What follows belongs to an exercise in optimizing a design on an open flow for small area and a short achievable clock period; a production flow would make more cautious choices. Where RTL was checked, it was by simulation tests only, not by an equivalence proof against the original. Power and IR drop assume default switching activity.

// motion_command_word_parser_core
module motion_command_word_parser_core (
    input  logic        aclk,
    input  logic        aresetn,
    input  logic        s_valid,
    output logic        s_ready,
    input  logic [7:0]  s_rx_byte,
    output logic        m_valid,
    input  logic        m_ready,
    output logic [2:0]  m_status,
    output logic [1:0]  m_error_axis,
    output logic [16:0] m_x_mils,
    output logic [16:0] m_y_mils,
    output logic [16:0] m_z_mils,
    input  logic        cfg_valid,
    output logic        cfg_ready,
    input  logic [2:0]  cfg_index,
    input  logic [16:0] cfg_data
);
Size in the first run: ~260 flip-flops, ~14000 sq um of cells after synthesis.
make LEC_CHECK=0 ABC_CLOCK_PERIOD_IN_PS=4500 CAP_MARGIN=20 CORE_MARGIN=2 CORE_UTILIZATION=40 CTS_BUF_LIST=sky130_fd_sc_hd__clkbuf_4 SETUP_SLACK_MARGIN=5 SLEW_MARGIN=20 finish   # period 10.0 ns
run.sh (not shown) runs the stock make flow with config.mk's settings and CLKGATE_MAP_FILE= SYNTH_SCRIPT=/design/flow/synth_recipe.tcl, a recipe that flattens the netlist after the stock synthesis.
Then changed:
==> flow/flow/run.sh (new file) <==
#!/bin/bash
# Layout flow: the standard flow (standard synthesis unchanged), with the
# port buffers made from plain buffers instead of delay buffers, and the
# resizer allowed to pick any drive strength, not only cells of the same
# footprint. Each step's full output is in orfs/logs; make's own output is in
# make_finish.log here.
set -euo pipefail
bash standard.sh \
    "BUFFER_PORTS_ARGS=-buffer_cell sky130_fd_sc_hd__buf_2" \
    MATCH_CELL_FOOTPRINT=0 \
    finish > make_finish.log 2>&1
==> flow/standard.sh (new file) <==
#!/bin/bash
# synth_recipe.tcl (not shown) runs the flow's synth.tcl, then flattens the netlist and writes it again
# the make line also repeats each setting of config.mk as NAME=value (left out here)
make -C /OpenROAD-flow-scripts/flow DESIGN_CONFIG=/design/flow/config.mk WORK_HOME=/design/flow/orfs CLKGATE_MAP_FILE= SYNTH_SCRIPT=/design/flow/synth_recipe.tcl "${@:-finish}"
- CTS_BUF_LIST: sky130_fd_sc_hd__clkbuf_4 -> unset
removed: flow/run.sh
Effect: First-iteration DRC count rose by 9.0%; die area is unchanged; utilization decreases by 1.4 points; critical path depth came out higher by 12.
Function was not checked in any run of this note: the RTL went through the layout flow alone.

* * *

Another version of the RTL of motion_command_word_parser_core (not shown whole).
Size in the first run: ~1400 cells after synthesis, about 260 flip-flops, about 13000 um2 of cells after synthesis.
clock: 10.0 ns
lec_check: 0
abc_area: 1
abc_clock_period_in_ps: 4500
cap_margin: 20
core_margin: 2
core_utilization: 40
cts_cluster_diameter: 120
cts_cluster_size: 27
setup_slack_margin: 5
slew_margin: 20
standard.sh (not shown) runs the stock make flow with config.mk's settings and CLKGATE_MAP_FILE= SYNTH_SCRIPT=/design/flow/synth_recipe.tcl, a recipe that flattens the netlist after the stock synthesis.
==> flow/flow/run.sh <==
#!/bin/bash
# Layout flow: the standard flow (standard synthesis unchanged), with the
# port buffers made from plain buffers instead of delay buffers, the resizer
# allowed to pick any drive strength (not only cells of the same footprint),
# and a larger setup margin for timing repair. Each step's full output is in
# orfs/logs; make's own output is in make_finish.log here.
set -euo pipefail
bash standard.sh \
    "BUFFER_PORTS_ARGS=-buffer_cell sky130_fd_sc_hd__buf_1" \
    MATCH_CELL_FOOTPRINT=0 \
    SETUP_SLACK_MARGIN=5.5 \
    finish > make_finish.log 2>&1
The first run produced a clean layout.
Rerun with:
--- a/flow/flow/run.sh
+++ b/flow/flow/run.sh
@@ -9,4 +9,4 @@
     "BUFFER_PORTS_ARGS=-buffer_cell sky130_fd_sc_hd__buf_1" \
     MATCH_CELL_FOOTPRINT=0 \
-    SETUP_SLACK_MARGIN=5.5 \
+    SETUP_SLACK_MARGIN=5.6 \
     finish > make_finish.log 2>&1
Settings changed: CTS_CLUSTER_DIAMETER 120 to 90, CTS_CLUSTER_SIZE 27 to 30.
What happened: Routed wire length is unchanged; setup slack improved by 0.033 ns; cell count stays flat; power increases by 0.54%; synthesized cell count is unchanged; fmax grows by 0.76%; sequential share of layout area falls by 0.16 points.
Rerun with:
Settings changed: CTS_CLUSTER_DIAMETER 90 to 100, CTS_CLUSTER_SIZE 30 to 24.
The changed run ran to the end with no violations.
Final cell count rose by 0.36%.
Worst setup slack stays flat.
Clock power rose by about 10%.
Power rose by 1.7%.
Design area rose by about 0.4%.
Clock skew rose by 0.017 ns.
Utilization rose by 0.18 points.
Area after synthesis stays the same.
Rerun with:
Settings changed: CTS_CLUSTER_DIAMETER 100 to 120, CTS_CLUSTER_SIZE 24 to 27.
First-iteration DRC count shrinks by 12%.
Critical path depth does not change.
Cell count stays flat.
Final area is lower by 0.49%.
Power drops by 1.9%.

* * *

## before
motion_command_word_parser_core, a different RTL version from the one above (not shown whole).
Size: about 1200 cells after synthesis, roughly 260 flip-flops, ~13000 um2 of cells after synthesis.
Settings: LEC_CHECK=0, ABC_AREA=1, ABC_CLOCK_PERIOD_IN_PS=4500, CAP_MARGIN=20, CORE_MARGIN=2, CORE_UTILIZATION=40, CTS_CLUSTER_DIAMETER=120, CTS_CLUSTER_SIZE=30, SETUP_SLACK_MARGIN=5, SLEW_MARGIN=20; clock period 10.0 ns.
==> flow/flow/run.sh <==
#!/bin/bash
# Layout flow: the standard flow, with
#  - synthesis by synth_recipe.tcl unchanged but with ABC mapping the logic
#    by flow/abc_area.script (flow/synth.tcl wraps the abc command);
#  - port buffers made from plain buffers instead of delay buffers;
#  - the resizer allowed to pick any drive strength (not only cells of the
#    same footprint), and a larger setup margin for timing repair.
# Each step's full output is in orfs/logs; make's own output is in
# make_finish.log here.
set -euo pipefail
W=$(pwd)
export MCWP_WORK=$W
export MCWP_ABC_SCRIPT=$W/flow/abc_area.script
bash standard.sh \
    SYNTH_SCRIPT=$W/flow/synth.tcl \
    "BUFFER_PORTS_ARGS=-buffer_cell sky130_fd_sc_hd__buf_1" \
    MATCH_CELL_FOOTPRINT=0 \
    SETUP_SLACK_MARGIN=5.6 \
    finish > make_finish.log 2>&1
==> flow/flow/abc_area.script <==
strash
dch
map -a
amap
topo
buffer -c
upsize -c
dnsize -c
==> flow/flow/synth.tcl <==
# The standard flow's synthesis script (synth_recipe.tcl in the work folder) run unchanged,
# except that ABC maps the logic with flow/abc_area.script (area-oriented
# mapping). Registers are not touched by ABC.
proc abc {args} {
  set i [lsearch -exact $args -script]
  if { $i >= 0 } {
    lset args [expr {$i + 1}] $::env(MCWP_ABC_SCRIPT)
  }
  yosys abc {*}$args
}
source $::env(MCWP_WORK)/synth_recipe.tcl
The following lists how after was set up differently from before:
==> flow/flow/abc_area.script <==
strash
&get -n
&st
&dch
&nf -R 10
&st
&syn2
&dch
&nf -R 10
&put
topo
stime -c
buffer -c
upsize -c
dnsize -c
### Flow results
Relative to before, routed length per placed instance has decreased by about 9% in after.
Endpoint arrival time on the critical path sits lower in after than in before.
after vs. before: design area decreased 400 um2, layout net count decreased by about 2.8% relative to the old numbers.

-- re-timing with driven ports --
Ports are ideal in the flow. The routed layouts listed here were re-timed in OpenROAD. Step 1, drivers: a clkbuf_16 drives aclk and a buf_2 each remaining input, both assumed. Step 2 also shifts input and output timing later by t, the mid clock arrival at the registers, as if the neighbouring blocks saw the same clock. a / b / c = no drivers / after step 1 / after step 2; a / b = the first two.
run	shift t [ns]	slack for setup (ns)	hold slack, ns	cell pins on the clock port's net
the first run of note 1	0.708	5.089 / 5.065 / 4.458	0.451 / 0.451 / 0.451	1
the second run of note 1	0.598	5.326 / 5.326 / 4.789	0.506 / 0.506 / 0.506	1
the first run of note 2	0.541	5.592 / 5.571 / 5.186	0.495 / 0.495 / 0.495	1
the second run of note 2	0.530	5.625 / 5.604 / 5.285	0.503 / 0.503 / 0.503	1
the third run of note 2	0.544	5.625 / 5.604 / 5.272	0.498 / 0.498 / 0.498	1
the fourth run of note 2	0.540	5.625 / 5.604 / 5.227	0.494 / 0.494 / 0.494	1
before	0.534	5.090 / 5.090 / 5.090	0.504 / 0.504 / 0.504	1
after	0.536	5.327 / 5.327 / 5.255	0.542 / 0.542 / 0.542	1
After both steps setup and hold are still met in every run listed. For the first run of note 1, which loses most, drivers alone change the setup slack by -0.024 ns; drivers and shift together by -0.631 ns.
